What follows belongs to an exercise in optimizing a design on an open flow for small area and a short achievable clock period; a production flow would make more cautious choices.
The RTL was checked by simulation tests, not by an equivalence proof against the original design.
Power is estimated from default activity; no workload was simulated.

File: design/flow/run.sh
#!/bin/bash
# synth_recipe.tcl (not shown) runs the flow's synth.tcl, then flattens the netlist and writes it again
# the make line also repeats each setting of config.mk as NAME=value (left out here)
make -C /OpenROAD-flow-scripts/flow DESIGN_CONFIG=/design/flow/config.mk WORK_HOME=/design/flow/orfs CLKGATE_MAP_FILE= SYNTH_SCRIPT=/design/flow/synth_recipe.tcl finish
File: design/flow/config.mk
export PLATFORM = sky130hd
export DESIGN_NAME = seq_mem_top
export DESIGN_NICKNAME = seq_mem_top
export VERILOG_FILES = /design/flow/design.v
export SDC_FILE = /design/flow/constraint.sdc
export NUM_CORES = 4
export LEC_CHECK = 0
export CAP_MARGIN = 20
export CORE_MARGIN = 2
export CORE_UTILIZATION = 45
export PLACE_DENSITY = 0.6
export SLEW_MARGIN = 20
export SYNTH_HIERARCHICAL = 1
File: design/flow/constraint.sdc
create_clock -name core_clock -period 6.0 [get_ports {clk}]
set_input_delay 1.2000 -clock core_clock [delete_from_list [all_inputs] [get_ports {clk}]]
set_output_delay 1.2000 -clock core_clock [all_outputs]
set_load 0.01 [all_outputs]
File: design/flow/design.v
package param_seq_memory_pkg;
  typedef enum logic {
    INIT = 1'b0,
    IDLE = 1'b1
  } state_e;
  localparam int WR_RESP_NONE = 0;
  localparam int WR_RESP_OLD  = 1;
  localparam int WR_RESP_NEW  = 2;
endpackage
module param_seq_memory_array (
  input  logic          clk_i,
  input  logic          clear_i,
  input  logic          wr_en_i,
  input  logic [99:0]   sel_i,
  input  logic [31:0]   wdata_i,
  input  logic [3:0]    be_i,
  input  logic [99:0]   rsel_i,
  input  logic          zero_i,
  output logic [31:0]   rdata_o
);
  logic [31:0] mem_q [100];
  logic [31:0] wd;
  logic [3:0]  wbe;
  assign wd  = clear_i ? '0 : wdata_i;
  assign wbe = {4{wr_en_i}} & be_i;
  for (genvar w = 0; w < 100; w++) begin : g_word
    for (genvar k = 0; k < 4; k++) begin : g_lane
      logic s;
      assign s = clear_i | (sel_i[w] & wbe[k]);
      psm_reg #(.W(8)) u_lane (
        .clk (clk_i),
        .s   (s),
        .ns  (!s),
        .d   (wd[8*k +: 8]),
        .q   (mem_q[w][8*k +: 8])
      );
    end
  end
  for (genvar b = 0; b < 32; b++) begin : g_bit
    logic [33:0] t_n;
    for (genvar g = 0; g < 33; g++) begin : g_grp
      psm_aoi222 u_aoi (
        .a0 (rsel_i[3*g]),     .b0 (mem_q[3*g][b]),
        .a1 (rsel_i[3*g + 1]), .b1 (mem_q[3*g + 1][b]),
        .a2 (rsel_i[3*g + 2]), .b2 (mem_q[3*g + 2][b]),
        .y  (t_n[g])
      );
    end
    assign t_n[33] = !(rsel_i[99] & mem_q[99][b]);
    assign rdata_o[b] = !(&t_n) & !zero_i;
  end
endmodule
module psm_reg #(
  parameter int W = 8
) (
  input  logic         clk,
  input  logic         s,
  input  logic         ns,
  input  logic [W-1:0] d,
  output logic [W-1:0] q
);
  always_ff @(posedge clk) q <= ({W{s}} & d) | ({W{ns}} & q);
endmodule
module psm_aoi222 (
  input  logic a0, b0, a1, b1, a2, b2,
  output logic y
);
  assign y = !((a0 & b0) | (a1 & b1) | (a2 & b2));
endmodule
module param_seq_memory (
  input  logic        clk,
  input  logic        rst_n,
  input  logic        req,
  input  logic        we,
  input  logic [6:0]  addr,
  input  logic [31:0] wdata,
  input  logic [3:0]  be,
  output logic        ready,
  output logic [31:0] rdata,
  output logic        rvalid,
  output logic        err,
  output logic        busy,
  output logic        dbg_state
);
  localparam int DEPTH = 100;
  logic             state_q;    
  logic             run_q;
  logic [6:0]       cnt_q;
  logic             rvalid_q, err_q;
  logic             zero_q;
  logic [DEPTH-1:0] sel_q;
  logic [DEPTH-1:0] dec;
  logic             accept, in_range, sweep_last;
  assign in_range   = addr < 7'(DEPTH);
  assign busy       = !state_q;
  assign ready      = run_q && state_q;
  assign accept     = req && ready;
  assign sweep_last = (cnt_q == 7'(DEPTH - 1));
  always_comb begin
    for (int w = 0; w < DEPTH; w++) dec[w] = (addr == 7'(w));
  end
  always_ff @(posedge clk or negedge rst_n) begin
    if (!rst_n) begin
      state_q  <= 1'b1;
      run_q    <= 1'b0;
      cnt_q    <= '0;
      rvalid_q <= 1'b0;
      err_q    <= 1'b0;
      zero_q   <= 1'b1;
    end else begin
      run_q    <= 1'b1;
      rvalid_q <= accept;
      err_q    <= accept && !in_range;
      if (accept) zero_q <= 1'b0;
      if (!run_q) begin
        state_q <= 1'b0;
      end else if (!state_q) begin
        cnt_q <= cnt_q + 7'd1;
        if (sweep_last) begin
          state_q <= 1'b1;
          cnt_q   <= '0;
        end
      end
    end
  end
  psm_reg #(.W(DEPTH)) u_sel (
    .clk (clk),
    .s   (accept),
    .ns  (!accept),
    .d   (dec),
    .q   (sel_q)
  );
  param_seq_memory_array u_array (
    .clk_i   (clk),
    .clear_i (busy),
    .wr_en_i (accept && we),
    .sel_i   (dec),
    .wdata_i (wdata),
    .be_i    (be),
    .rsel_i  (sel_q),
    .zero_i  (zero_q),
    .rdata_o (rdata)
  );
  assign rvalid    = rvalid_q;
  assign err       = err_q;
  assign dbg_state = state_q;
endmodule
module seq_mem_top (
  input  logic        clk,
  input  logic        rst_n,
  input  logic        req,
  input  logic        we,
  input  logic [6:0]  addr,
  input  logic [31:0] wdata,
  input  logic [3:0]  be,
  output logic        ready,
  output logic [31:0] rdata,
  output logic        rvalid,
  output logic        err,
  output logic        busy,
  output logic        dbg_state
);
  param_seq_memory u_mem (
    .clk       (clk),
    .rst_n     (rst_n),
    .req       (req),
    .we        (we),
    .addr      (addr),
    .wdata     (wdata),
    .be        (be),
    .ready     (ready),
    .rdata     (rdata),
    .rvalid    (rvalid),
    .err       (err),
    .busy      (busy),
    .dbg_state (dbg_state)
  );
endmodule
==> results.cfg, run 1 <==
[timing]
tightest_slew_ns = 1.195
setup_violations = 0
relSlewSlack = 0.2017
setup_tns_ns = 0
hold_viol = 0
fin_crit_ns = 5.918
rsz0062_at_grt = false
max_freq_mhz = 169.0
worst_slack_ns = 0.08196
clock_skew_ns = 0.05213
post-route-period-util = 0.9863
finalMaxSlewViolations = 0

[clock_network]
clockRootBuffer = clkbuf_16
numCtsBuffers = 352
clock_path_buffers = 4
numClockSinks = 3312
clock_latency_ns = 0.99
clk_pin_slew_worst_paths_ns = 0.06
cts_tree = built
htree_num_levels = 5

[critical_path]
timing.rr.start = u_mem.state_q
crit_start = u_mem.u_sel.q[50]
crit_arrival_ns = 4.72
critPathKind = reg -> out
cp.required_ns = 4.80
setup.worst_path.start_class = flop
setup.worst_path.end_class = output port
critPathMaxFanout = 21

[worst_hold_path]
hp-start = u_mem.u_array.g_word[34].g_lane[2].u_lane.q[5]
hold_class = reg -> reg

[pwr]
powerDensity_nw_per_um2 = 332.0
p_leak_nw = 53.19
vdd_drop_max_mv = 0.3020

[final_layout]
final_cells = 13600
nFillCells = 23080
drive_above_1_share = 0.09595
sequential_cell_area_um2 = 66380
fin_nets = 9830
syn_to_final_growth_pct = 10.20
multi_input_area_um2 = 46390

[floorplanning]
die_area_um2 = 273500
core_area_um2 = 267900
start_util = 0.4524
dieWidth_um = 523.0
die_y_um = 523.0
placementRows = 190
pin_count = 84

[synth]
synth_top_area_cell = dfxtp_1
ys_seq_area_frac = 0.5475
netlist_area_um2 = 121200
synth_seq_cells = 3312
syn_inst = 10020
avgSynthCellArea_um2 = 12.10
synth_area_leaders = dfxtp_1 (55%), a22o_1 (24%), a222oi_1 (8.7%), buf_6 (4.1%), a21o_1 (2.5%)
syn-num-nets = 10070
synth_top_area_frac = 0.5450
synth_warnings = 11
ys_types = 37

[global_route]
grt_pass1_vias = 91090
grt_pass1_wl_um = 627300
grt_max_degree = 112
overflow = 0
antenna_found_initial = 20
grt_use_total = 0.3021

[routing]
vias = 96470
drt-initial-drc-count = 18020
firstDrtPassIters = 14
drc = 0
routedWlPerCell_um = 32.00
totalWireLength_um = 435300
final_antenna_net_count = 0
routed_via_density = 7.093

[placed_design]
hpwlAfterDp_um = 277400
io_buffers = 83
gp_congestion = 0.9386
place_ws_ns = 1.116
dp_cells = 12980

[run_status]
status = timing/DRC/antenna clean

[run]
cap_violations = 0
## per-module statistics from Yosys (local to each module, per instance), a selection
| module | cell area (um2) | times used |
|---|---|---|
| param_seq_memory | 1159 | 1 |
| param_seq_memory_array | 7761 | 1 |
| psm_aoi222 | 10.01 | 1056 |
## cells by family after synthesis
kind of cell               after synthesis  synth area share
xor gates and xnor gates                 2         0.0001445
buffers and inverters                 1333           0.07329
AOI/OAI and AO/OA                     4827            0.3545
muxes                                    1        0.00008258
adders and majority gates                1         0.0001032
DFF                                   3312            0.5475
and+or+nand+nor                        544           0.02436
other                                    1        0.00003094
## through the flow
stage	utilization	hold WS [ns]	area [um2]	total power, W
2_1_floorplan	-	0.4381	121200	0.02256
3_3_place_gp	0.4546	0.4503	121800	0.02266
3_5_place_dp	0.4547	0.4514	121800	0.02266
4_1_cts	0.4984	0.4709	133500	0.04455
5_1_grt	0.4985	0.4764	133600	0.04545
6_report	0.4985	0.4674	133600	0.04434
## layout make-up
class | instances | share of cell area
Multi-Input combinational cell | 5376 | 0.3473
Tap cell | 3552 | 0.03327
Sequential cell | 3312 | 0.4970
Clock buffer | 488 | 0.07618
Clock inverter | 121 | 0.01136
Inverter | 402 | 0.01137
Antenna cell | 11 | 0.0002061
Timing Repair Buffer | 338 | 0.02327
## flip-flops by register name, summed over array words and instances, names as in the netlist
name                                  count
u_mem.zero_q                              1
u_mem.err_q                               1
u_mem.u_array.g_word.g_lane.u_lane.q   3200
u_mem.state_q                             1
u_mem.cnt_q                               7
u_mem.u_sel.q                           100
u_mem.rvalid_q                            1
u_mem.run_q                               1
## critical path: stages, from the launching register on
cell             delay (ns)
dfxtp_1                0.65
buf_4                  0.38
a222oi_1               0.53
nand4_1                0.35
nor3_1                 0.92
a31oi_1                0.34
clkdlybuf4s50_1        0.57
## layout by cell type, fill, tap and decap left out, types with 24 or more instances in the layout
cell	instances
dfxtp_1	3285
a31oi_1	33
nor3_1	34
clkbuf_1	56
clkinv_2	70
nand3_1	39
buf_4	226
nor4_2	24
inv_2	60
clkbuf_8	75
nor2_1	96
a211oi_1	32
clkbuf_16	357
buf_12	29
bufinv_16	33
a21o_1	402
a22o_1	3300
nand4_1	227
clkdlybuf4s50_1	83
nor2b_4	32
inv_1	340
nand2_1	49
a222oi_1	1056
## timing repair
action	4_1_cts	5_1_grt
gates resized for setup	0	2
setup buffers	0	0
setup endpoints to repair	0	2
hold endpoints to repair	0	0
hold buffers	0	0
## routing by layer
metal	part of all wire	GRT usage	vias to the layer above
met5	0.000087	0	-
met4	0.059	0.1686	8
met3	0.11	0.07548	1050
met2	0.42	0.4399	6465
met1	0.41	0.4080	48090
li1	-	-	40860
## synthesized netlist by cell type (all sizes together)
master and number:
a22o 3300, dfxtp 3300, a222oi 1056, buf 919, a21o 402, inv 402, nand4 227, nor2 108
nand2 50, nand3 40, nor2b 37, nor3 34, a31oi 33, a211oi 32, nor4 32, clkbuf 12
dfrtp 10, and2 7, nand3b 3, a21oi 2, dfstp 2, or3b 2, and3 1, and4b 1
conb 1, ha 1, mux2i 1, o21a 1, o311ai 1, or2 1, or3 1, xnor2 1
xor2 1
## report_power, final
group | leakage [nW] | internal [W] | switching, W
clock network | 5.81 | 0.0132 | 0.00895
registers | 26.7 | 0.0220 | 0.0000206
logic | 20.7 | 0.0000610 | 0.0000908
total | 53.2 | 0.0353 | 0.00906
## path summary, 6_finish.rpt
path,endpoint,slack (ns),depth (start not counted)
min in group asynchronous,u_mem.cnt_q[6],0.63,1
min,u_mem.u_array.g_word[34].g_lane[2].u_lane.q[5],0.47,1
min reg2reg,u_mem.u_array.g_word[34].g_lane[2].u_lane.q[5],0.47,1
max,rdata[5],0.08,6
max in group asynchronous,u_mem.err_q,4.98,1
max reg2reg,u_mem.u_array.g_word[65].g_lane[1].u_lane.q[2],2.67,7
==> run 2: changes to the inputs <==
--- a/design/flow/design.v
+++ b/design/flow/design.v
@@ -14,9 +14,7 @@
   input  logic [99:0]   sel_i,
   input  logic [31:0]   wdata_i,
   input  logic [3:0]    be_i,
-  input  logic [99:0]   rsel_i,
-  input  logic          zero_i,
-  output logic [31:0]   rdata_o
+  output logic [31:0]   rd_o
 );
   logic [31:0] mem_q [100];
   logic [31:0] wd;
@@ -40,14 +38,14 @@
     logic [33:0] t_n;
     for (genvar g = 0; g < 33; g++) begin : g_grp
       psm_aoi222 u_aoi (
-        .a0 (rsel_i[3*g]),     .b0 (mem_q[3*g][b]),
-        .a1 (rsel_i[3*g + 1]), .b1 (mem_q[3*g + 1][b]),
-        .a2 (rsel_i[3*g + 2]), .b2 (mem_q[3*g + 2][b]),
+        .a0 (sel_i[3*g]),     .b0 (mem_q[3*g][b]),
+        .a1 (sel_i[3*g + 1]), .b1 (mem_q[3*g + 1][b]),
+        .a2 (sel_i[3*g + 2]), .b2 (mem_q[3*g + 2][b]),
         .y  (t_n[g])
       );
     end
-    assign t_n[33] = !(rsel_i[99] & mem_q[99][b]);
-    assign rdata_o[b] = !(&t_n) & !zero_i;
+    assign t_n[33] = !(sel_i[99] & mem_q[99][b]);
+    assign rd_o[b] = !(&t_n);
   end
 endmodule
 module psm_reg #(
@@ -87,9 +85,9 @@
   logic             run_q;
   logic [6:0]       cnt_q;
   logic             rvalid_q, err_q;
-  logic             zero_q;
-  logic [DEPTH-1:0] sel_q;
+  logic [31:0]      rdata_q;
   logic [DEPTH-1:0] dec;
+  logic [31:0]      rd, resp;
   logic             accept, in_range, sweep_last;
   assign in_range   = addr < 7'(DEPTH);
   assign busy       = !state_q;
@@ -99,6 +97,11 @@
   always_comb begin
     for (int w = 0; w < DEPTH; w++) dec[w] = (addr == 7'(w));
   end
+  always_comb begin
+    for (int k = 0; k < 4; k++) begin
+      resp[8*k +: 8] = (we && be[k] && in_range) ? wdata[8*k +: 8] : rd[8*k +: 8];
+    end
+  end
   always_ff @(posedge clk or negedge rst_n) begin
     if (!rst_n) begin
       state_q  <= 1'b1;
@@ -106,12 +109,12 @@
       cnt_q    <= '0;
       rvalid_q <= 1'b0;
       err_q    <= 1'b0;
-      zero_q   <= 1'b1;
+      rdata_q  <= '0;
     end else begin
       run_q    <= 1'b1;
       rvalid_q <= accept;
       err_q    <= accept && !in_range;
-      if (accept) zero_q <= 1'b0;
+      if (accept) rdata_q <= resp;
       if (!run_q) begin
         state_q <= 1'b0;
       end else if (!state_q) begin
@@ -123,13 +126,6 @@
       end
     end
   end
-  psm_reg #(.W(DEPTH)) u_sel (
-    .clk (clk),
-    .s   (accept),
-    .ns  (!accept),
-    .d   (dec),
-    .q   (sel_q)
-  );
   param_seq_memory_array u_array (
     .clk_i   (clk),
     .clear_i (busy),
@@ -137,10 +133,9 @@
     .sel_i   (dec),
     .wdata_i (wdata),
     .be_i    (be),
-    .rsel_i  (sel_q),
-    .zero_i  (zero_q),
-    .rdata_o (rdata)
+    .rd_o    (rd)
   );
+  assign rdata     = rdata_q;
   assign rvalid    = rvalid_q;
   assign err       = err_q;
   assign dbg_state = state_q;
==> results.cfg, run 2 <==
[synth]
syn_inst = 9981
ys_seq_area_frac = 0.5441
synth_top_cells_by_count = a22o_1 (3,200), dfxtp_1 (3,200), a222oi_1 (1,056), buf_2 (485), buf_6 (423)
synth-edff-count = 0
syn-num-nets = 10030
synth_top_area_cell = dfxtp_1
ys_types = 45
synth_top_area_frac = 0.5351
synth_seq_cells = 3243
synth_ff_type = dfxtp_1
avgSynthCellArea_um2 = 12.00
synth_warnings = 10
synth_area_leaders = dfxtp_1 (54%), a22o_1 (23%), a222oi_1 (8.8%), buf_6 (4.0%), a21o_1 (2.5%)
netlist_area_um2 = 119700
async_reset_ff_frac = 0.01326

[floorplanning]
die_y_um = 519.8
dieWidth_um = 519.8
start_util = 0.4520
placementRows = 189
pin_count = 84
core_area_um2 = 264900
die_area_um2 = 270200

[routing]
final_antenna_net_count = 0
routed_via_density = 7.065
firstDrtPassIters = 10
totalWireLength_um = 422600
routedWlPerCell_um = 31.19
drc = 0
vias = 95730
drt-initial-drc-count = 17110

[timing]
max_freq_mhz = 192.3
post-route-period-util = 0.8667
setup_tns_ns = 0
tightest_slew_ns = 1.207
hold_viol = 0
fin_crit_ns = 5.200
setup_violations = 0
relSlewSlack = 0.1903
clock_skew_ns = 0.05160
rsz0062_at_grt = false
finalMaxSlewViolations = 0

[placed_design]
hpwlAfterDp_um = 274400
dp_cells = 12930
gp_congestion = 0.9746
io_buffers = 83

[final_layout]
nFillCells = 23010
multi_input_area_um2 = 46630
sequential_cell_area_um2 = 65140
final_cell_mix = a22o_1 (3,200), dfxtp_1 (3,200), a222oi_1 (1,056)
reg_top3 = u_mem.u_array.g_word.g_lane.u_lane.q x3200, u_mem.rdata_q x32, u_mem.cnt_q x7
syn_to_final_growth_pct = 10.99
largest_reg_flops = 3200
fin_nets = 9791
final_cells = 13550
top_register = u_mem.u_array.g_word.g_lane.u_lane.q
drive_above_1_share = 0.1034

[critical_path]
cp.required_ns = 6.74
critPathKind = in -> reg
endpoint = u_mem.rdata_q[26]
rrSetupSlack_ns = 2.57
slowest_delay_ns = 1.01
crit_start = addr[3]
reg2reg_depth = 7
worst-path-stages = 11
r2r-end = u_mem.u_array.g_word[33].g_lane[3].u_lane.q[4]
critPathSlowestCell = nor3_1
setup.worst_path.end_class = flop
crit_family = simple AND/OR/NAND/NOR gates
path_cells = clkdlybuf4s50_1 > and2b_1 > nand2_1 > nor2_2 > buf_4 > a222oi_1 > nand4_1 > nor3_1 > nand3_1 > o21ai_0 > a31oi_1
crit_arrival_ns = 5.94
timing.rr.start = u_mem.state_q
critPathMaxFanout = 35
cp_num_buf_inv = 2
setup.worst_path.start_class = input port

[clock_network]
numClockSinks = 3243
htree_num_levels = 5
clockRootBuffer = clkbuf_16
clock_latency_ns = 0.92
clock_path_buffers = 4
cts_resized = 0
numCtsBuffers = 344
clk_pin_slew_worst_paths_ns = 0.06
holdBufCountCts = 0
cts_tree = built
post_cts_buffers = 0

[pwr]
powerDensity_nw_per_um2 = 358.9
p_total_w = 0.04769
p_leak_nw = 52.85
combPwrFrac = 0.057
p_sw_w = 0.01133
pwr-share-seq = 0.481
vdd_drop_max_mv = 0.2495
switching_share = 0.2375
power.internal_w = 0.03637
clkPwrFrac = 0.462

[run_status]
status = timing/DRC/antenna clean

[global_route]
grt_max_degree = 130
antenna_found_initial = 23
grt_use_total = 0.2956
grt_pass1_wl_um = 618300
grt_pass1_vias = 90410
overflow = 0

[run]
cap_violations = 0

[worst_hold_path]
hold_class = in -> async
-- run 2: worst min path at each step --
| stage | startpoint | to | slack, ns | cells after the start |
|---|---|---|---|---|
| 6_report | rst_n | u_mem.cnt_q[2] | 0.42 | 2 |
| 3_3_place_gp | u_mem.u_array.g_word[81].g_lane[3].u_lane.q[3] | u_mem.u_array.g_word[81].g_lane[3].u_lane.q[3] | 0.45 | 1 |
| 3_5_place_dp | u_mem.u_array.g_word[42].g_lane[2].u_lane.q[0] | u_mem.u_array.g_word[42].g_lane[2].u_lane.q[0] | 0.45 | 1 |
| 2_1_floorplan | u_mem.u_array.g_word[0].g_lane[0].u_lane.q[5] | u_mem.u_array.g_word[0].g_lane[0].u_lane.q[5] | 0.44 | 1 |
| 4_1_cts | rst_n | u_mem.cnt_q[2] | 0.41 | 2 |
| 5_1_grt | rst_n | u_mem.cnt_q[4] | 0.45 | 2 |
-- run 2: layer usage --
metal / up-vias / global-route usage / routed length [um]
li1: 40720 / - / -
met5: - / 0 / 78
met2: 6003 / 0.4324 / 179700
met3: 888 / 0.06472 / 45490
met4: 12 / 0.1321 / 19690
met1: 48110 / 0.4158 / 177600
-- run 2: cell type report --
type / instances / area share
diodes: 10 / 0.0001883
clock buffers: 489 / 0.07549
clock inverters: 122 / 0.01223
inverters: 401 / 0.01138
multi-input cells: 5405 / 0.3509
flip-flops and latches: 3243 / 0.4902
well taps: 3533 / 0.03327
repair buffers: 348 / 0.02633
-- run 2: logic make-up (layout without fill, tap and decap cells) --
group           Yosys count  count (layout)  share of synthesized area
other cells               1              11                 0.00003132
mux                       3               3                  0.0002613
buf+inv                1333            1360                    0.07363
compound gates         4762            4762                     0.3533
fa+ha+maj                 1               1                  0.0001045
flops                  3243            3243                     0.5441
simple gates            636             636                    0.02847
xor+xnor                  2               2                  0.0001463
-- run 2: per-stage QoR --
step           setup WS [ns]  hold slack [ns]    util  area (um2)
2_1_floorplan          1.027           0.4381       -      119700
3_3_place_gp         0.07182           0.4506  0.4576      121200
3_5_place_dp         0.03276           0.4519  0.4576      121200
4_1_cts               0.9512           0.4072  0.5016      132900
5_1_grt               0.9170           0.4488  0.5017      132900
6_report              0.7996           0.4204  0.5017      132900
-- run 2: per-module statistics from Yosys, one instance, submodules excluded, a selection --
module,area [um2],cells,flops+latches
param_seq_memory,2844,377,43
param_seq_memory_array,7715,1348,0
psm_aoi222,10.01,1,0
-- run 2: power groups by stage --
stage	clock network, W	registers [W]	logic, W
after floorplan	0	0.0231	0.00231
after global placement	0	0.0233	0.00259
after detailed placement	0	0.0233	0.00265
after CTS	0.0222	0.0229	0.00266
after global routing	0.0231	0.0230	0.00288
final	0.0220	0.0229	0.00272
==> run 3: changes to the inputs <==
--- a/design/flow/config.mk
+++ b/design/flow/config.mk
@@ -7,7 +7,10 @@
 export LEC_CHECK = 0
 export CAP_MARGIN = 20
 export CORE_MARGIN = 2
-export CORE_UTILIZATION = 45
-export PLACE_DENSITY = 0.6
+export CORE_UTILIZATION = 60
+export CTS_CLUSTER_DIAMETER = 60
+export CTS_CLUSTER_SIZE = 30
+export PLACE_DENSITY = 0.7
+export SETUP_SLACK_MARGIN = 3.2
 export SLEW_MARGIN = 20
 export SYNTH_HIERARCHICAL = 1
==> results.cfg, run 3 <==
[run_status]
status = timing/DRC/antenna clean

[clock_network]
clk_pin_slew_worst_paths_ns = 0.10
clockRootBuffer = clkbuf_16
htree_num_levels = 4
holdBufCountCts = 0
numCtsBuffers = 176
clock_path_buffers = 3
cts_tree = built
numClockSinks = 3243
clock_latency_ns = 0.87

[critical_path]
crit_start = addr[3]
rrSetupSlack_ns = 3.16
timing.rr.start = u_mem.state_q
critPathKind = in -> reg
setup.worst_path.end_class = flop
setup.worst_path.start_class = input port
critPathMaxFanout = 17
cp.required_ns = 6.72
crit_arrival_ns = 4.23

[floorplanning]
placementRows = 163
core_area_um2 = 197800
pin_count = 84
start_util = 0.6052
dieWidth_um = 450.7
die_y_um = 450.7
die_area_um2 = 203100

[final_layout]
final_cell_mix = a22o_1 (3,200), dfxtp_1 (3,200), a222oi_1 (1,056)
syn_to_final_growth_pct = 12.81
design_area_um2 = 135100
sequential_cell_area_um2 = 65160
largest_reg_flops = 3200
fin_nets = 10150
top_register = u_mem.u_array.g_word.g_lane.u_lane.q
final_cells = 12900
multi_input_area_um2 = 49780
utilization = 0.6827
drive_above_1_share = 0.1704
reg_top3 = u_mem.u_array.g_word.g_lane.u_lane.q x3200, u_mem.rdata_q x32, u_mem.cnt_q x7
nFillCells = 14180

[synth]
async_reset_ff_frac = 0.01326
synth_area_leaders = dfxtp_1 (54%), a22o_1 (23%), a222oi_1 (8.8%), buf_6 (4.0%), a21o_1 (2.5%)
synth_ff_type = dfxtp_1
synth_top_cells_by_count = a22o_1 (3,200), dfxtp_1 (3,200), a222oi_1 (1,056), buf_2 (485), buf_6 (423)
netlist_area_um2 = 119700
syn-num-nets = 10030
syn_inst = 9981
ys_seq_area_frac = 0.5441
avgSynthCellArea_um2 = 12.00
synth-edff-count = 0
ys_types = 45
synth_seq_cells = 3243
synth_warnings = 10
synth_top_area_frac = 0.5351
synth_top_area_cell = dfxtp_1

[routing]
final_antenna_net_count = 0
drc = 0
totalWireLength_um = 447500
routedWlPerCell_um = 34.68
routed_via_density = 7.782
drt-initial-drc-count = 22300
vias = 100400
firstDrtPassIters = 14

[timing]
post-route-period-util = 0.5864
setup_tns_ns = 0
finalMaxSlewViolations = 0
hold_viol = 0
rsz0062_at_grt = true
fin_crit_ns = 3.518
tightest_slew_ns = 1.205
relSlewSlack = 0.1966
clock_skew_ns = 0.03881
max_freq_mhz = 284.2
setup_violations = 0

[global_route]
grt_pass1_wl_um = 633600
grt_use_total = 0.4088
antenna_found_initial = 13
overflow = 0
grt_max_degree = 141
grt_pass1_vias = 92290

[pwr]
p_total_w = 0.04067
powerDensity_nw_per_um2 = 301.1
vdd_drop_max_mv = 0.3096
p_leak_nw = 53.81

[run]
cap_violations = 0

[placed_design]
dp_cells = 11970
hpwlAfterDp_um = 251400
gp_congestion = 0.9395
place_area_um2 = 119700
io_buffers = 83

[worst_hold_path]
hold_class = in -> async
==> run 3: cell counts after synthesis <==
No cell type changed its count.
==> run 3: logic make-up (layout without fill, tap and decap cells) <==
family / after synthesis / in the layout / synth area share
AO/OA/AOI/OAI: 4762 / 4762 / 0.3533
multiplexers: 3 / 3 / 0.0002613
other: 1 / 6 / 0.00003132
adder cells (fa/ha/maj): 1 / 1 / 0.0001045
XOR/XNOR: 2 / 2 / 0.0001463
AND/OR/NAND/NOR: 636 / 746 / 0.02847
flip-flops: 3243 / 3243 / 0.5441
buffers and inverters: 1333 / 1500 / 0.07363
==> run 3: layer usage <==
metal / share of wire / GRT usage / routed length (um)
met1: 0.37 / 0.5383 / 165100
met2: 0.43 / 0.6001 / 190500
met3: 0.13 / 0.09776 / 57220
met4: 0.077 / 0.2669 / 34530
met5: 0.00018 / 0 / 80
==> run 3: area by class of cell <==
class	instances	share of cell area
clock buffer	196	0.03423
tap	2640	0.02446
clock inverter	136	0.01337
timing repair inverter	2	0.0001297
sequential	3243	0.4825
multi-input combinational	5515	0.3686
antenna	5	0.00009264
timing repair buffer	765	0.06519
inverter	401	0.01149
==> run 3: worst max-delay path, stage by stage <==
cell      delay [ns]
buf_6           0.10
buf_6           0.13
nor2b_4         0.15
buf_12          0.14
nand2_8         0.12
buf_12          0.12
nor2_4          0.04
buf_12          0.15
a222oi_1        0.59
nand4_1         0.46
nor4_2          0.43
buf_4           0.28
nand3_2         0.09
o21ai_2         0.09
a31oi_1         0.11
==> run 3: modules after synthesis, one instance, submodules excluded, a selection <==
module | cells inside | times used
param_seq_memory_array | 1348 | 1
param_seq_memory | 377 | 1
psm_aoi222 | 1 | 1056
==> run 3: worst paths after layout <==
kind,endpoint,depth (start not counted)
min in group core_clock,u_mem.u_array.g_word[55].g_lane[3].u_lane.q[7],1
worst min register to register,u_mem.u_array.g_word[55].g_lane[3].u_lane.q[7],1
worst max register to register,u_mem.u_array.g_word[70].g_lane[1].u_lane.q[3],7
worst min-delay path,u_mem.cnt_q[4],2
max in group asynchronous,u_mem.rdata_q[19],2
worst max-delay path,u_mem.rdata_q[20],15
==> run 3: power breakdown <==
group	total (W)	switching [W]	internal (W)
Clock	0.0147	0.00826	0.00644
Combinational	0.00308	0.00196	0.00112
Sequential	0.0229	0.000569	0.0223
==> run 3: stage by stage <==
step	setup slack, ns	hold WS, ns
finish	2.482	0.4371
detailed placement	0.3621	0.4514
global route	2.577	0.4618
CTS	2.816	0.4138
floorplan	2.683	0.4381
global placement	0.3606	0.4505
==> run 3: timing repair <==
item	in CTS	in global routing
setup endpoints to repair	3269	2751
buffers inserted	304	162
pin swaps	407	220
gates cloned	113	21
gates resized for setup	662	261
==> run 4: changes to the inputs <==
--- a/design/flow/design.v
+++ b/design/flow/design.v
@@ -7,24 +7,27 @@
   localparam int WR_RESP_OLD  = 1;
   localparam int WR_RESP_NEW  = 2;
 endpackage
-module param_seq_memory_array (
+module param_seq_memory_array #(
+  parameter int NP = 4
+) (
   input  logic          clk_i,
   input  logic          clear_i,
   input  logic          wr_en_i,
   input  logic [99:0]   sel_i,
+  input  logic [99:0]   rsel_i,
   input  logic [31:0]   wdata_i,
   input  logic [3:0]    be_i,
-  output logic [31:0]   rd_o
+  output logic [32*NP-1:0] rd_o
 );
   logic [31:0] mem_q [100];
   logic [31:0] wd;
   logic [3:0]  wbe;
   assign wd  = clear_i ? '0 : wdata_i;
-  assign wbe = {4{wr_en_i}} & be_i;
+  assign wbe = ({4{wr_en_i}} & be_i) | {4{clear_i}};
   for (genvar w = 0; w < 100; w++) begin : g_word
     for (genvar k = 0; k < 4; k++) begin : g_lane
       logic s;
-      assign s = clear_i | (sel_i[w] & wbe[k]);
+      assign s = sel_i[w] & wbe[k];
       psm_reg #(.W(8)) u_lane (
         .clk (clk_i),
         .s   (s),
@@ -38,14 +41,16 @@
     logic [33:0] t_n;
     for (genvar g = 0; g < 33; g++) begin : g_grp
       psm_aoi222 u_aoi (
-        .a0 (sel_i[3*g]),     .b0 (mem_q[3*g][b]),
-        .a1 (sel_i[3*g + 1]), .b1 (mem_q[3*g + 1][b]),
-        .a2 (sel_i[3*g + 2]), .b2 (mem_q[3*g + 2][b]),
+        .a0 (rsel_i[3*g]),     .b0 (mem_q[3*g][b]),
+        .a1 (rsel_i[3*g + 1]), .b1 (mem_q[3*g + 1][b]),
+        .a2 (rsel_i[3*g + 2]), .b2 (mem_q[3*g + 2][b]),
         .y  (t_n[g])
       );
     end
-    assign t_n[33] = !(sel_i[99] & mem_q[99][b]);
-    assign rd_o[b] = !(&t_n);
+    assign t_n[33] = !(rsel_i[99] & mem_q[99][b]);
+    for (genvar j = 0; j < NP; j++) begin : g_part
+      assign rd_o[NP*b + j] = !(&t_n[(j+1)*34/NP-1 : j*34/NP]);
+    end
   end
 endmodule
 module psm_reg #(
@@ -81,13 +86,14 @@
   output logic        dbg_state
 );
   localparam int DEPTH = 100;
+  localparam int NP    = 4;
   logic             state_q;    
   logic             run_q;
   logic [6:0]       cnt_q;
   logic             rvalid_q, err_q;
-  logic [31:0]      rdata_q;
-  logic [DEPTH-1:0] dec;
-  logic [31:0]      rd, resp;
+  logic [32*NP-1:0] resp_q;
+  logic [DEPTH-1:0] dec, dec_w;
+  logic [32*NP-1:0] rd, resp;
   logic             accept, in_range, sweep_last;
   assign in_range   = addr < 7'(DEPTH);
   assign busy       = !state_q;
@@ -95,11 +101,18 @@
   assign accept     = req && ready;
   assign sweep_last = (cnt_q == 7'(DEPTH - 1));
   always_comb begin
-    for (int w = 0; w < DEPTH; w++) dec[w] = (addr == 7'(w));
+    for (int w = 0; w < DEPTH; w++) begin
+      dec[w]   = (addr == 7'(w));
+      dec_w[w] = dec[w] || busy;
+    end
   end
   always_comb begin
-    for (int k = 0; k < 4; k++) begin
-      resp[8*k +: 8] = (we && be[k] && in_range) ? wdata[8*k +: 8] : rd[8*k +: 8];
+    for (int b = 0; b < 32; b++) begin
+      if (we && be[b/8] && in_range) begin
+        resp[NP*b +: NP] = NP'(wdata[b]);
+      end else begin
+        resp[NP*b +: NP] = rd[NP*b +: NP];
+      end
     end
   end
   always_ff @(posedge clk or negedge rst_n) begin
@@ -109,12 +122,12 @@
       cnt_q    <= '0;
       rvalid_q <= 1'b0;
       err_q    <= 1'b0;
-      rdata_q  <= '0;
+      resp_q   <= '0;
     end else begin
       run_q    <= 1'b1;
       rvalid_q <= accept;
       err_q    <= accept && !in_range;
-      if (accept) rdata_q <= resp;
+      if (accept) resp_q <= resp;
       if (!run_q) begin
         state_q <= 1'b0;
       end else if (!state_q) begin
@@ -126,16 +139,19 @@
       end
     end
   end
-  param_seq_memory_array u_array (
+  param_seq_memory_array #(.NP(NP)) u_array (
     .clk_i   (clk),
     .clear_i (busy),
     .wr_en_i (accept && we),
-    .sel_i   (dec),
+    .sel_i   (dec_w),
+    .rsel_i  (dec),
     .wdata_i (wdata),
     .be_i    (be),
     .rd_o    (rd)
   );
-  assign rdata     = rdata_q;
+  always_comb begin
+    for (int b = 0; b < 32; b++) rdata[b] = |resp_q[NP*b +: NP];
+  end
   assign rvalid    = rvalid_q;
   assign err       = err_q;
   assign dbg_state = state_q;
==> results.cfg, run 4 <==
[run_status]
status = timing/DRC/antenna clean

[pwr]
switching_share = 0.2411
p_total_w = 0.03860
p_leak_nw = 55.19
power.internal_w = 0.02930
combPwrFrac = 0.023
clkPwrFrac = 0.400
p_sw_w = 0.009306
pwr-share-seq = 0.577
powerDensity_nw_per_um2 = 272.3
vdd_drop_max_mv = 0.3405

[routing]
drc = 0
wl_met2_um = 206500
wl_met1_um = 183300
final_antenna_net_count = 0
routed_via_density = 8.007
wl_met3_um = 77720
routed.top_layer = met5
totalWireLength_um = 508600
firstDrtPassIters = 19
drt-initial-drc-count = 25150
routedWlPerCell_um = 37.44
vias = 108800

[critical_path]
cp.required_ns = 4.80
setup.worst_path.end_class = output port
critPathMaxFanout = 2
crit_arrival_ns = 2.26
critPathKind = reg -> out
setup.worst_path.start_class = flop
rrSetupSlack_ns = 2.89

[timing]
setup_tns_ns = 0
setup_violations = 0
fin_crit_ns = 3.463
relSlewSlack = 0.1202
post-route-period-util = 0.5771
rsz0062_at_grt = true
finalMaxSlewViolations = 0
tightest_slew_ns = 1.320
max_freq_mhz = 288.8
clock_skew_ns = 0.04842
hold_viol = 0

[synth]
avgSynthCellArea_um2 = 11.77
synth_seq_cells = 3339
syn-num-nets = 10620
synth_top_area_frac = 0.5148
async_reset_ff_frac = 0.04163
synth_area_leaders = dfxtp_1 (51%), a22o_1 (23%), a222oi_1 (8.5%), buf_6 (4.2%), dfrtp_1 (2.8%)
synth_top_cells_by_count = a22o_1 (3,200), dfxtp_1 (3,200), a222oi_1 (1,056), nand2_1 (647), buf_6 (460)
synth_ff_type = dfxtp_1
synth_top_area_cell = dfxtp_1
synth-edff-count = 0
ys_types = 45
syn_inst = 10580
ys_seq_area_frac = 0.5427
synth_warnings = 10
netlist_area_um2 = 124400

[final_layout]
top_register = u_mem.u_array.g_word.g_lane.u_lane.q
largest_reg_flops = 3200
final_cell_mix = a22o_1 (3,200), dfxtp_1 (3,200), a222oi_1 (1,056)
multi_input_area_um2 = 53660
reg_top3 = u_mem.u_array.g_word.g_lane.u_lane.q x3200, u_mem.resp_q x128, u_mem.cnt_q x7
syn_to_final_growth_pct = 13.91
fin_nets = 10750
drive_above_1_share = 0.1991
nFillCells = 14890
final_cells = 13590
sequential_cell_area_um2 = 67640

[clock_network]
clock_latency_ns = 0.90
numCtsBuffers = 184
clockRootBuffer = clkbuf_16
htree_num_levels = 4
clk_pin_slew_worst_paths_ns = 0.10
numClockSinks = 3339
cts_tree = built
clock_path_buffers = 3
holdBufCountCts = 0

[global_route]
grt_max_degree = 130
antenna_found_initial = 48
grt_use_total = 0.4402
grt_pass1_wl_um = 695300
grt_pass1_vias = 96860
overflow = 0

[run]
cap_violations = 0

[floorplanning]
start_util = 0.6022
pin_count = 84
placementRows = 167
core_area_um2 = 206700
die_y_um = 459.4
die_area_um2 = 211100
dieWidth_um = 459.4

[placed_design]
hpwlAfterDp_um = 283900
gp_congestion = 0.9569
dp_cells = 12530
io_buffers = 83

[worst_hold_path]
hold_class = in -> async
## run 4: power groups by stage
stage / Clock, W / Sequential (W) / Combinational (W)
CTS: 0.0154 / 0.0223 / 0.000716
global route: 0.0162 / 0.0223 / 0.000894
global placement: 0 / 0.0228 / 0.000478
finish: 0.0154 / 0.0223 / 0.000898
floorplan: 0 / 0.0227 / 0.000332
detailed placement: 0 / 0.0228 / 0.000490
## run 4: critical path: stages, from the launching register on
cell	delay (ns)
dfrtp_2	0.51
or4_4	0.69
buf_6	0.18
## run 4: modules after synthesis, one instance, submodules excluded, a selection
| module | times used | cells inside |
|---|---|---|
| param_seq_memory | 1 | 973 |
| psm_aoi222 | 1056 | 1 |
## run 4: final timing paths
check,from,end,cells past startpoint
setup reg to reg,u_mem.state_q,u_mem.resp_q[40],9
hold / removal,rst_n,u_mem.resp_q[109],1
max in group asynchronous,rst_n,u_mem.resp_q[86],2
setup / recovery,u_mem.resp_q[7],rdata[1],2
hold reg to reg,u_mem.u_array.g_word[30].g_lane[1].u_lane.q[7],u_mem.u_array.g_word[30].g_lane[1].u_lane.q[7],1
min in group core_clock,u_mem.u_array.g_word[30].g_lane[1].u_lane.q[7],u_mem.u_array.g_word[30].g_lane[1].u_lane.q[7],1
## run 4: through the flow
stage | setup slack, ns | hold WS, ns | area, um2 | utilization
final | 2.537 | 0.2981 | 141800 | 0.6859
after global routing | 2.551 | 0.3330 | 141700 | 0.6857
after CTS | 2.569 | 0.3031 | 136400 | 0.6602
after detailed placement | 0.8987 | 0.4514 | 123700 | 0.5986
after global placement | 0.8743 | 0.4502 | 123700 | 0.5985
after floorplan | 2.966 | 0.4381 | 125800 | -
## run 4: layer usage
layer | vias to the layer above | track usage
met5 | - | 0.002067
met4 | 22 | 0.2800
met3 | 1963 | 0.1393
met2 | 10130 | 0.6256
met1 | 53100 | 0.5774
li1 | 43570 | -
## run 4: cell type report
class | instances | area share
timing repair inverter | 1 | 0.0001147
clock inverter | 130 | 0.01244
clock buffer | 211 | 0.03525
antenna | 28 | 0.0004943
timing repair buffer | 792 | 0.07174
tap | 2704 | 0.02387
sequential | 3339 | 0.4772
multi-input combinational | 6378 | 0.3786
inverter | 4 | 0.0003266
## run 4: timing repair
item | in CTS | in global routing
hold endpoints to repair | 0 | 0
setup buffers | 247 | 253
pin swaps | 223 | 376
endpoints found under the setup margin | 3366 | 2387
gates cloned | 143 | 44
gates resized for setup | 784 | 683
## run 4: cells by family (layout without fill, tap and decap cells)
kind of cell / Yosys count / in the layout / synth area share
compound gates: 4595 / 4607 / 0.3265
flops: 3339 / 3339 / 0.5427
simple gates: 1635 / 1767 / 0.06660
buf+inv: 1003 / 1138 / 0.06385
xor+xnor: 2 / 2 / 0.0001408
fa+ha+maj: 1 / 1 / 0.0001005
other cells: 1 / 29 / 0.00003013
==> run 5: changes to the inputs <==
--- a/design/flow/design.v
+++ b/design/flow/design.v
@@ -8,7 +8,7 @@
   localparam int WR_RESP_NEW  = 2;
 endpackage
 module param_seq_memory_array #(
-  parameter int NP = 4
+  parameter int NP = 2
 ) (
   input  logic          clk_i,
   input  logic          clear_i,
@@ -86,7 +86,7 @@
   output logic        dbg_state
 );
   localparam int DEPTH = 100;
-  localparam int NP    = 4;
+  localparam int NP    = 2;
   logic             state_q;    
   logic             run_q;
   logic [6:0]       cnt_q;
==> results.cfg, run 5 <==
[final_layout]
drive_above_1_share = 0.2063
top_register = u_mem.u_array.g_word.g_lane.u_lane.q
final_cell_mix = a22o_1 (3,200), dfxtp_1 (3,200), a222oi_1 (1,056)
fin_nets = 10480
utilization = 0.6880
nFillCells = 14140
largest_reg_flops = 3200
reg_top3 = u_mem.u_array.g_word.g_lane.u_lane.q x3200, u_mem.resp_q x64, u_mem.cnt_q x7
final_cells = 13250
syn_to_final_growth_pct = 13.98

[clock_network]
clock_latency_ns = 0.92
holdBufCountCts = 0
numCtsBuffers = 179
htree_num_levels = 4
clk_pin_slew_worst_paths_ns = 0.11
cts_tree = built
clock_path_buffers = 3
clockRootBuffer = clkbuf_16
numClockSinks = 3275

[placed_design]
io_buffers = 83
dp_cells = 12260
gp_congestion = 0.9715
hpwlAfterDp_um = 281800

[critical_path]
reg2reg_depth = 6
timing.rr.start = u_mem.u_array.g_word[57].g_lane[2].u_lane.q[0]
slowest_delay_ns = 1.39
r2r-end = u_mem.resp_q[33]
path_cells = buf_12 > buf_4 > buf_6 > nand3b_1 > buf_6 > buf_12 > buf_8 > buf_6 > nor2_4 > buf_12 > a222oi_1 > nand4_1 > a2111oi_4 > nand2_1 > nand2_1 > o21ai_1
crit_arrival_ns = 5.22
rrSetupSlack_ns = 2.74
setup.worst_path.end_class = flop
critPathSlowestCell = a222oi_1
crit_start = addr[4]
critPathKind = in -> reg
setup.worst_path.start_class = input port
cp.required_ns = 6.78
critPathMaxFanout = 8

[synth]
synth_area_leaders = dfxtp_1 (53%), a22o_1 (23%), a222oi_1 (8.8%), buf_6 (3.8%), buf_2 (1.7%)
avgSynthCellArea_um2 = 11.80
ys_types = 46
synth_top_area_cell = dfxtp_1
synth_top_area_frac = 0.5315
syn_inst = 10210
ys_seq_area_frac = 0.5471
synth_ff_type = dfxtp_1
synth_top_cells_by_count = a22o_1 (3,200), dfxtp_1 (3,200), a222oi_1 (1,056), nand2_1 (545), buf_2 (416)
async_reset_ff_frac = 0.02290
netlist_area_um2 = 120500
synth_warnings = 10
synth_seq_cells = 3275
syn-num-nets = 10260
synth-edff-count = 0

[timing]
tightest_slew_ns = 1.798
relSlewSlack = -0.1984
setup_tns_ns = 0
hold_viol = 0
post-route-period-util = 0.7396
rsz0062_at_grt = true
fin_crit_ns = 4.437
setup_violations = 0
finalMaxSlewViolations = 1
clock_skew_ns = 0.06687
max_freq_mhz = 225.4

[routing]
routedWlPerCell_um = 38.40
drt-initial-drc-count = 25060
final_antenna_net_count = 0
totalWireLength_um = 508800
vias = 106100
drc = 0
routed_via_density = 8.007
firstDrtPassIters = 22

[global_route]
grt_pass1_wl_um = 699400
grt_use_total = 0.4621
overflow = 0
antenna_found_initial = 20
grt_max_degree = 101
grt_pass1_vias = 95790

[floorplanning]
die_area_um2 = 204500
core_area_um2 = 199700
dieWidth_um = 452.2
placementRows = 164
die_y_um = 452.2
pin_count = 84
start_util = 0.6036

[pwr]
powerDensity_nw_per_um2 = 313.8
p_leak_nw = 52.80
vdd_drop_max_mv = 0.3551

[run]
cap_violations = 0

[run_status]
so_faults = max-slew violations
status = failed layout checks

[worst_hold_path]
hold_class = in -> async
-- run 5: area by class of cell --
| class | instances | area, um2 | share of cell area |
|---|---|---|---|
| diodes | 10 | 25.02 | 0.0001822 |
| clock buffers | 200 | 4768 | 0.03471 |
| clock inverters | 134 | 1848 | 0.01345 |
| inverters | 402 | 1699 | 0.01237 |
| multi-input cells | 5743 | 50230 | 0.3656 |
| flip-flops and latches | 3275 | 65970 | 0.4802 |
| well taps | 2656 | 3323 | 0.02419 |
| repair buffers | 830 | 9490 | 0.06909 |
| repair inverters | 1 | 16.27 | 0.0001184 |
-- run 5: cells by family (layout without fill, tap and decap cells) --
kind of cell / after synthesis / after routing / synth area share
flip-flops: 3275 / 3275 / 0.5471
adder cells (fa/ha/maj): 1 / 1 / 0.0001038
other: 1 / 11 / 0.00003112
AO/OA/AOI/OAI: 4530 / 4542 / 0.3343
XOR/XNOR: 2 / 2 / 0.0001454
multiplexers: 3 / 3 / 0.0002595
AND/OR/NAND/NOR: 1068 / 1194 / 0.04206
buffers and inverters: 1334 / 1567 / 0.07593
-- run 5: modules after synthesis (local to each module, per instance), a selection --
module / cells / flops+latches
psm_aoi222: 1 / 0
param_seq_memory: 687 / 75
-- run 5: critical path, delay by kind of cell --
family	cells	cell delay, ns
AO/OA/AOI/OAI	3	1.95
buffers and inverters	8	1.03
AND/OR/NAND/NOR	5	1.02
-- run 5: worst max path at each step --
stage	end	slack (ns)
2_1_floorplan	u_mem.resp_q[56]	2.96
3_3_place_gp	u_mem.resp_q[46]	0.07
3_5_place_dp	u_mem.resp_q[46]	0.14
4_1_cts	busy	2.74
5_1_grt	u_mem.resp_q[33]	1.70
6_report	u_mem.resp_q[33]	1.56
-- run 5: what timing repair did --
item                                    in CTS  in global routing
buffers inserted                           307                185
endpoints found under the setup margin    3301               2820
gates cloned                               140                 13
gates resized for setup                    882                693
pin swaps                                  465                268
-- run 5: routing by layer --
layer  global-route usage  routed length [um]  vias up  share of wire
li1                     -                   -    42230              -
met1               0.5753              174200    51500           0.34
met2               0.6481              204500     9968           0.40
met3               0.1560               77470     2381           0.15
met4               0.3755               52230       28           0.10
met5             0.004897                 410        -        0.00081
-- run 5: power breakdown --
| part | total (W) | switching, W | internal [W] | leakage [nW] |
|---|---|---|---|---|
| sequential | 0.0231 | 0.000597 | 0.0225 | 26.8 |
| combinational | 0.00486 | 0.00347 | 0.00139 | 22.8 |
| clock | 0.0151 | 0.00839 | 0.00670 | 3.18 |
| total | 0.0431 | 0.0125 | 0.0306 | 52.8 |
-- run 5: stage by stage --
stage / hold slack (ns) / power (W) / area, um2 / setup WS [ns]
floorplan: 0.4346 / 0.02684 / 121800 / 2.955
global placement: 0.4503 / 0.02726 / 120300 / 0.06514
detailed placement: 0.4515 / 0.02736 / 120300 / 0.1369
CTS: 0.3532 / 0.04232 / 133800 / 2.741
global route: 0.3577 / 0.04395 / 137300 / 1.701
finish: 0.3313 / 0.04310 / 137400 / 1.563
==> run 6: changes to the inputs <==
--- a/design/flow/design.v
+++ b/design/flow/design.v
@@ -88,7 +88,9 @@
   localparam int DEPTH = 100;
   localparam int NP    = 2;
   logic             state_q;    
+  logic             state_d;
   logic             run_q;
+  logic             ready_q, busy_q;    
   logic [6:0]       cnt_q;
   logic             rvalid_q, err_q;
   logic [32*NP-1:0] resp_q;
@@ -96,14 +98,12 @@
   logic [32*NP-1:0] rd, resp;
   logic             accept, in_range, sweep_last;
   assign in_range   = addr < 7'(DEPTH);
-  assign busy       = !state_q;
-  assign ready      = run_q && state_q;
-  assign accept     = req && ready;
+  assign accept     = req && run_q && state_q;
   assign sweep_last = (cnt_q == 7'(DEPTH - 1));
   always_comb begin
     for (int w = 0; w < DEPTH; w++) begin
       dec[w]   = (addr == 7'(w));
-      dec_w[w] = dec[w] || busy;
+      dec_w[w] = dec[w] || !state_q;
     end
   end
   always_comb begin
@@ -115,33 +115,35 @@
       end
     end
   end
+  always_comb begin
+    state_d = state_q;
+    if (!run_q)                      state_d = 1'b0;
+    else if (!state_q && sweep_last) state_d = 1'b1;
+  end
   always_ff @(posedge clk or negedge rst_n) begin
     if (!rst_n) begin
       state_q  <= 1'b1;
       run_q    <= 1'b0;
+      ready_q  <= 1'b0;
+      busy_q   <= 1'b0;
       cnt_q    <= '0;
       rvalid_q <= 1'b0;
       err_q    <= 1'b0;
       resp_q   <= '0;
     end else begin
       run_q    <= 1'b1;
+      state_q  <= state_d;
+      ready_q  <= state_d;
+      busy_q   <= !state_d;
       rvalid_q <= accept;
       err_q    <= accept && !in_range;
       if (accept) resp_q <= resp;
-      if (!run_q) begin
-        state_q <= 1'b0;
-      end else if (!state_q) begin
-        cnt_q <= cnt_q + 7'd1;
-        if (sweep_last) begin
-          state_q <= 1'b1;
-          cnt_q   <= '0;
-        end
-      end
+      if (run_q && !state_q) cnt_q <= sweep_last ? '0 : cnt_q + 7'd1;
     end
   end
   param_seq_memory_array #(.NP(NP)) u_array (
     .clk_i   (clk),
-    .clear_i (busy),
+    .clear_i (!state_q),
     .wr_en_i (accept && we),
     .sel_i   (dec_w),
     .rsel_i  (dec),
@@ -154,7 +156,9 @@
   end
   assign rvalid    = rvalid_q;
   assign err       = err_q;
-  assign dbg_state = state_q;
+  assign ready     = ready_q;
+  assign busy      = busy_q;
+  assign dbg_state = !busy_q;
 endmodule
 module seq_mem_top (
   input  logic        clk,
--- a/design/flow/config.mk
+++ b/design/flow/config.mk
@@ -7,10 +7,10 @@
 export LEC_CHECK = 0
 export CAP_MARGIN = 20
 export CORE_MARGIN = 2
-export CORE_UTILIZATION = 60
+export CORE_UTILIZATION = 65
 export CTS_CLUSTER_DIAMETER = 60
 export CTS_CLUSTER_SIZE = 30
-export PLACE_DENSITY = 0.7
+export PLACE_DENSITY = 0.72
 export SETUP_SLACK_MARGIN = 3.2
 export SLEW_MARGIN = 20
 export SYNTH_HIERARCHICAL = 1
==> results.cfg, run 6 <==
[global_route]
grt_max_degree = 101
met3_usage = 0.2086
overflow = 0
antenna_found_initial = 20
grt_pass1_wl_um = 658900
grt_pass1_vias = 93260
grt_use_total = 0.4696
grt_util_met2 = 0.6369
grt_busiest_layer = met2
grt_use_met1 = 0.6050

[timing]
finalMaxSlewViolations = 0
fin_crit_ns = 3.397
setup_tns_ns = 0
setup_violations = 0
max_freq_mhz = 294.4
tightest_slew_ns = 1.339
relSlewSlack = 0.1031
clock_skew_ns = 0.05483
post-route-period-util = 0.5662
hold_viol = 0
rsz0062_at_grt = true

[routing]
vias = 103500
firstDrtPassIters = 15
routed_via_density = 8.061
totalWireLength_um = 476200
final_antenna_net_count = 0
drc = 0
drt-initial-drc-count = 23980
routedWlPerCell_um = 37.10

[synth]
synth_top_area_frac = 0.5321
synth_seq_cells = 3277
avgSynthCellArea_um2 = 11.79
synth_ff_type = dfxtp_1
synth-edff-count = 0
ys_types = 43
syn-num-nets = 10260
netlist_area_um2 = 120400
synth_warnings = 10
ys_seq_area_frac = 0.5481
syn_inst = 10210
async_reset_ff_frac = 0.02350
synth_top_area_cell = dfxtp_1
synth_area_leaders = dfxtp_1 (53%), a22o_1 (23%), a222oi_1 (8.8%), buf_6 (3.8%), nand2_1 (1.8%)
synth_top_cells_by_count = a22o_1 (3,200), dfxtp_1 (3,200), a222oi_1 (1,056), nand2_1 (577), buf_6 (405)

[floorplanning]
core_area_um2 = 183500
start_util = 0.6562
pin_count = 84
die_y_um = 434.4
placementRows = 157
die_area_um2 = 188700
dieWidth_um = 434.4

[run]
cap_violations = 0

[pwr]
power.internal_w = 0.02833
p_leak_nw = 51.33
switching_share = 0.2378
combPwrFrac = 0.015
clkPwrFrac = 0.399
p_total_w = 0.03717
pwr-share-seq = 0.586
p_sw_w = 0.008839
vdd_drop_max_mv = 0.3260
powerDensity_nw_per_um2 = 278.0

[placed_design]
gp_congestion = 1.039
io_buffers = 83
hpwlAfterDp_um = 278200

[critical_path]
reg2reg_depth = 8
critPathKind = in -> reg
r2r-end = u_mem.u_array.g_word[79].g_lane[2].u_lane.q[2]
timing.rr.start = u_mem.state_q
cp.required_ns = 6.81
crit_start = addr[0]
setup.worst_path.start_class = input port
critPathMaxFanout = 8
crit_arrival_ns = 4.20
setup.worst_path.end_class = flop
rrSetupSlack_ns = 3.03

[clock_network]
numCtsBuffers = 176
cts_tree = built
clockRootBuffer = clkbuf_16
holdBufCountCts = 0
numClockSinks = 3277
clock_latency_ns = 0.94
clock_path_buffers = 3
clk_pin_slew_worst_paths_ns = 0.11
htree_num_levels = 4

[run_status]
status = timing/DRC/antenna clean

[final_layout]
top_register = u_mem.u_array.g_word.g_lane.u_lane.q
final_cell_mix = a22o_1 (3,200), dfxtp_1 (3,200), a222oi_1 (1,056)
largest_reg_flops = 3200
drive_above_1_share = 0.1742
fin_nets = 10250
reg_top3 = u_mem.u_array.g_word.g_lane.u_lane.q x3200, u_mem.resp_q x64, u_mem.cnt_q x7
syn_to_final_growth_pct = 11.07

[worst_hold_path]
hold_class = in -> async
-- run 6: metal layers --
metal  vias up  share of wire
li1      41670              -
met1     50590           0.36
met2      9276           0.40
met3      1904           0.17
met4        18          0.078
met5         -         0.0015
-- run 6: stage by stage --
| step | area [um2] | utilization | setup WS [ns] | std cells | hold WS, ns |
|---|---|---|---|---|---|
| after floorplan | 121600 | - | 3.032 | 10210 | 0.4346 |
| after global placement | 119600 | 0.6516 | 0.3520 | 12030 | 0.4487 |
| after detailed placement | 119600 | 0.6517 | 0.3323 | 12030 | 0.4514 |
| after CTS | 130000 | 0.7086 | 2.887 | 12600 | 0.3915 |
| after global routing | 133700 | 0.7287 | 2.733 | 12820 | 0.3926 |
| final | 133700 | 0.7288 | 2.603 | 12840 | 0.3807 |
-- run 6: cell families after synthesis --
kind of cell    Yosys count  synth area share
compound gates         4495            0.3326
xor+xnor                  2         0.0001455
fa+ha+maj                 1         0.0001039
buf+inv                1326           0.07569
flops                  3277            0.5481
mux                       1        0.00008315
other cells               1        0.00003115
simple gates           1106           0.04323
-- run 6: per-module statistics from Yosys (local to each module, per instance), excerpt --
module / flip-flops and latches / cells / cell area, um2
param_seq_memory: 77 / 682 / 4842
psm_aoi222: 0 / 1 / 10.01
-- run 6: how the worst max path moves through the flow --
stage | slack, ns | endpoint | cells past startpoint
6_report | 2.60 | u_mem.resp_q[33] | 12
5_1_grt | 2.73 | u_mem.resp_q[33] | 12
3_3_place_gp | 0.35 | u_mem.resp_q[36] | 11
3_5_place_dp | 0.33 | u_mem.resp_q[36] | 11
4_1_cts | 2.89 | rdata[19] | 2
2_1_floorplan | 3.03 | u_mem.resp_q[12] | 10
-- run 6: cell type report --
type	count	area, um2
clock inverter	142	1874
clock buffer	192	4589
tap	2464	3083
fill	12740	49750
sequential	3277	66040
antenna	14	35.03
inverter	404	1588
multi-input combinational	5718	49430
timing repair buffer	624	7086
-- run 6: repair_timing --
action | 4_1_cts | 5_1_grt
setup buffers | 142 | 186
setup endpoints to repair | 3301 | 2732
gates cloned | 90 | 34
gates resized for setup | 670 | 570
pin swaps | 232 | 279
-- run 6: worst max-delay path, cell delays in order --
cell and delay [ns]:
buf_12 0.13, nor2b_4 0.18, buf_4 0.17, nand3_4 0.23, buf_8 0.24, nor2_4 0.15, a222oi_1 0.45, nand4_1 0.64
a2111oi_4 0.50, nand2_1 0.12, nand2_1 0.08, o21ai_1 0.07
-- run 6: power by group through the flow --
stage | Sequential [W] | Clock, W | Combinational [W]
3_5_place_dp | 0.0223 | 0 | 0.000272
3_3_place_gp | 0.0223 | 0 | 0.000268
4_1_cts | 0.0218 | 0.0148 | 0.000436
2_1_floorplan | 0.0223 | 0 | 0.000139
6_report | 0.0218 | 0.0148 | 0.000564
5_1_grt | 0.0218 | 0.0156 | 0.000553
==> run 7: changes to the inputs <==
--- a/design/flow/config.mk
+++ b/design/flow/config.mk
@@ -7,10 +7,10 @@
 export LEC_CHECK = 0
 export CAP_MARGIN = 20
 export CORE_MARGIN = 2
-export CORE_UTILIZATION = 65
+export CORE_UTILIZATION = 60
 export CTS_CLUSTER_DIAMETER = 60
 export CTS_CLUSTER_SIZE = 30
-export PLACE_DENSITY = 0.72
+export PLACE_DENSITY = 0.7
 export SETUP_SLACK_MARGIN = 3.2
 export SLEW_MARGIN = 20
 export SYNTH_HIERARCHICAL = 1
==> results.cfg, run 7 <==
[run_status]
status = timing/DRC/antenna clean

[synth]
synth_top_area_frac = 0.5321
synth-edff-count = 0
synth_ff_type = dfxtp_1
synth_top_cells_by_count = a22o_1 (3,200), dfxtp_1 (3,200), a222oi_1 (1,056), nand2_1 (577), buf_6 (405)
ys_seq_area_frac = 0.5481
syn_inst = 10210
ys_types = 43
synth_seq_cells = 3277
avgSynthCellArea_um2 = 11.79
netlist_area_um2 = 120400
synth_top_area_cell = dfxtp_1
syn-num-nets = 10260
async_reset_ff_frac = 0.02350
synth_warnings = 10
synth_area_leaders = dfxtp_1 (53%), a22o_1 (23%), a222oi_1 (8.8%), buf_6 (3.8%), nand2_1 (1.8%)

[final_layout]
nFillCells = 14340
fin_nets = 10500
final_cells = 13280
multi_input_area_um2 = 50000
utilization = 0.6878
largest_reg_flops = 3200
drive_above_1_share = 0.2017
syn_to_final_growth_pct = 14.07
reg_top3 = u_mem.u_array.g_word.g_lane.u_lane.q x3200, u_mem.resp_q x64, u_mem.cnt_q x7
final_cell_mix = a22o_1 (3,200), dfxtp_1 (3,200), a222oi_1 (1,056)
sequential_cell_area_um2 = 66030
top_register = u_mem.u_array.g_word.g_lane.u_lane.q

[critical_path]
r2r-end = u_mem.u_array.g_word[93].g_lane[2].u_lane.q[5]
slowest_delay_ns = 0.62
critPathMaxFanout = 11
rrSetupSlack_ns = 3.12
setup.worst_path.start_class = input port
timing.rr.start = u_mem.state_q
critPathMostFrequentCell = buf_12
cp.required_ns = 6.78
setup.worst_path.end_class = flop
cp_num_buf_inv = 5
crit_family = simple AND/OR/NAND/NOR gates
crit_arrival_ns = 4.39
path_cells = buf_12 > or3_4 > buf_12 > buf_12 > buf_16 > buf_4 > nor2_4 > a222oi_1 > nand4_1 > nor4_4 > nand4_1 > nand2_1 > a21oi_1
critPathSlowestCell = a222oi_1
critPathKind = in -> reg
reg2reg_depth = 5

[floorplanning]
die_y_um = 451.9
placementRows = 164
start_util = 0.6030
core_area_um2 = 199700
dieWidth_um = 451.9
pin_count = 84
die_area_um2 = 204300

[timing]
relSlewSlack = 0.1055
finalMaxSlewViolations = 0
setup_violations = 0
post-route-period-util = 0.6002
holdWs_ns = 0.2201
rsz0062_at_grt = true
setup_tns_ns = 0
hold_viol = 0
clock_skew_ns = 0.03739
fin_crit_ns = 3.601
tightest_slew_ns = 1.342
max_freq_mhz = 277.7

[pwr]
p_leak_nw = 52.93
p_total_w = 0.03770
vdd_drop_max_mv = 0.3444
powerDensity_nw_per_um2 = 274.5

[worst_hold_path]
hold_class = in -> async

[placed_design]
hpwlAfterDp_um = 287000
gp_congestion = 1.028
dp_cells = 12240
io_buffers = 83

[global_route]
grt_max_degree = 101
grt_pass1_vias = 95350
antenna_found_initial = 31
grt_pass1_wl_um = 711500
grt_use_total = 0.4732
overflow = 0

[clock_network]
clock_latency_ns = 0.91
clockRootBuffer = clkbuf_16
numClockSinks = 3277
numCtsBuffers = 179
htree_num_levels = 4
clock_path_buffers = 3
clk_pin_slew_worst_paths_ns = 0.10
holdBufCountCts = 0
cts_tree = built

[routing]
vias = 106400
routed_via_density = 8.014
drc = 0
routedWlPerCell_um = 38.61
totalWireLength_um = 512700
final_antenna_net_count = 0
firstDrtPassIters = 17
drt-initial-drc-count = 26700

[run]
cap_violations = 0
## run 7: cell count changes in the layout (fill, tap and decap cells not counted), moves of 9 or more
| cell | delta |
|---|---|
| inv_4 | +29 |
| buf_4 | +101 |
| clkbuf_16 | +9 |
| buf_8 | +10 |
| nor2_4 | +31 |
| buf_6 | +41 |
| nand2_1 | -69 |
| nand2_2 | +68 |
| buf_16 | +9 |
| diode_2 | +12 |
| inv_1 | -27 |
| buf_12 | +42 |
## run 7: final cells by class
cell class	instances	share of cell area
well taps	2656	0.02420
diodes	26	0.0004738
clock buffers	201	0.03506
multi-input cells	5758	0.3641
clock inverters	131	0.01356
repair buffers	827	0.06970
inverters	404	0.01210
flip-flops and latches	3277	0.4808
## run 7: metrics by stage
stage / setup slack [ns] / instance area (um2)
final: 2.399 / 137300
after CTS: 2.716 / 134400
after floorplan: 3.032 / 121600
after detailed placement: 0.4797 / 120000
after global placement: 0.4880 / 120000
after global routing: 2.467 / 137300
## run 7: Yosys stat by module, one instance, submodules excluded, a selection
module            copies in the design  area (um2)  cells inside  flip-flops and latches
param_seq_memory                     1        4842           682                      77
psm_aoi222                        1056       10.01             1                       0
## run 7: where the power goes
group          switching, W  total [W]  internal [W]
logic              0.000415   0.000644      0.000229
registers         0.0000203     0.0218        0.0218
clock network       0.00849     0.0153       0.00679
## run 7: kinds of logic (layout without fill, tap and decap cells)
logic type | after synthesis | count (layout) | share of synthesized area
compound gates | 4495 | 4505 | 0.3326
xor+xnor | 2 | 2 | 0.0001455
fa+ha+maj | 1 | 1 | 0.0001039
buf+inv | 1326 | 1563 | 0.07569
flops | 3277 | 3277 | 0.5481
mux | 1 | 1 | 0.00008315
other cells | 1 | 27 | 0.00003115
simple gates | 1106 | 1248 | 0.04323
## run 7: routing by layer
layer  track usage  vias to the layer above  wire length, um
met5      0.001632                        -              356
met4        0.3079                       28            41280
met3        0.1997                     2170            86930
met2        0.6412                    10100           202200
met1        0.6129                    51960           181900
li1              -                    42180                -
## run 7: worst max-delay path by stage
stage          startpoint               end  slack, ns  depth (start not counted)
2_1_floorplan     addr[6]  u_mem.resp_q[12]       3.03                         10
3_3_place_gp      addr[2]  u_mem.resp_q[58]       0.49                         11
3_5_place_dp      addr[3]  u_mem.resp_q[58]       0.48                         11
4_1_cts           addr[5]  u_mem.resp_q[56]       2.72                         14
5_1_grt           addr[5]  u_mem.resp_q[56]       2.47                         14
6_report          addr[6]  u_mem.resp_q[54]       2.40                         13
## run 7: what timing repair did
item / 4_1_cts / 5_1_grt
setup buffers: 347 / 156
resized for setup: 956 / 511
pin swaps: 467 / 258
endpoints found under the setup margin: 3303 / 2931
cloned: 163 / 12

==> separate check: timing with driven ports <==
The flow's constraints put no driver on any port. The routed layouts listed below were extracted and timed again, unchanged, in two steps. Step 1 assumes that a clkbuf_16 drives the clock port and a buf_2 every other input. Step 2 also shifts input and output timing later by t, the mid clock arrival at the registers, as if the neighbouring blocks saw the same clock. Slacks: no drivers / after step 1 / after step 2; pairs: no drivers / after step 1.
| run | t, ns | slack for setup (ns) | latest minus earliest clock arrival (ns) | worst data-port slew with drivers (ns) |
|---|---|---|---|---|
| run 1 | 1.046 | 0.082 / -0.005 / 0.819 | 0.065 / 0.065 | 0.22 |
| run 2 | 0.974 | 0.800 / 0.867 / -0.106 | 0.070 / 0.069 | 0.17 |
| run 3 | 0.967 | 2.482 / 2.422 / 1.456 | 0.059 / 0.059 | 0.20 |
| run 4 | 0.980 | 2.537 / 2.433 / 1.789 | 0.053 / 0.052 | 0.31 |
| run 5 | 0.986 | 1.563 / 1.550 / 0.564 | 0.072 / 0.072 | 0.26 |
| run 6 | 0.997 | 2.603 / 2.459 / 1.462 | 0.060 / 0.060 | 0.28 |
| run 7 | 0.984 | 2.399 / 2.231 / 1.247 | 0.046 / 0.046 | 0.28 |
With both steps, setup timing fails in run 2, where it was met with ideal ports. For run 7, which loses most, drivers alone change the setup slack by -0.168 ns; drivers and shift together by -1.152 ns.
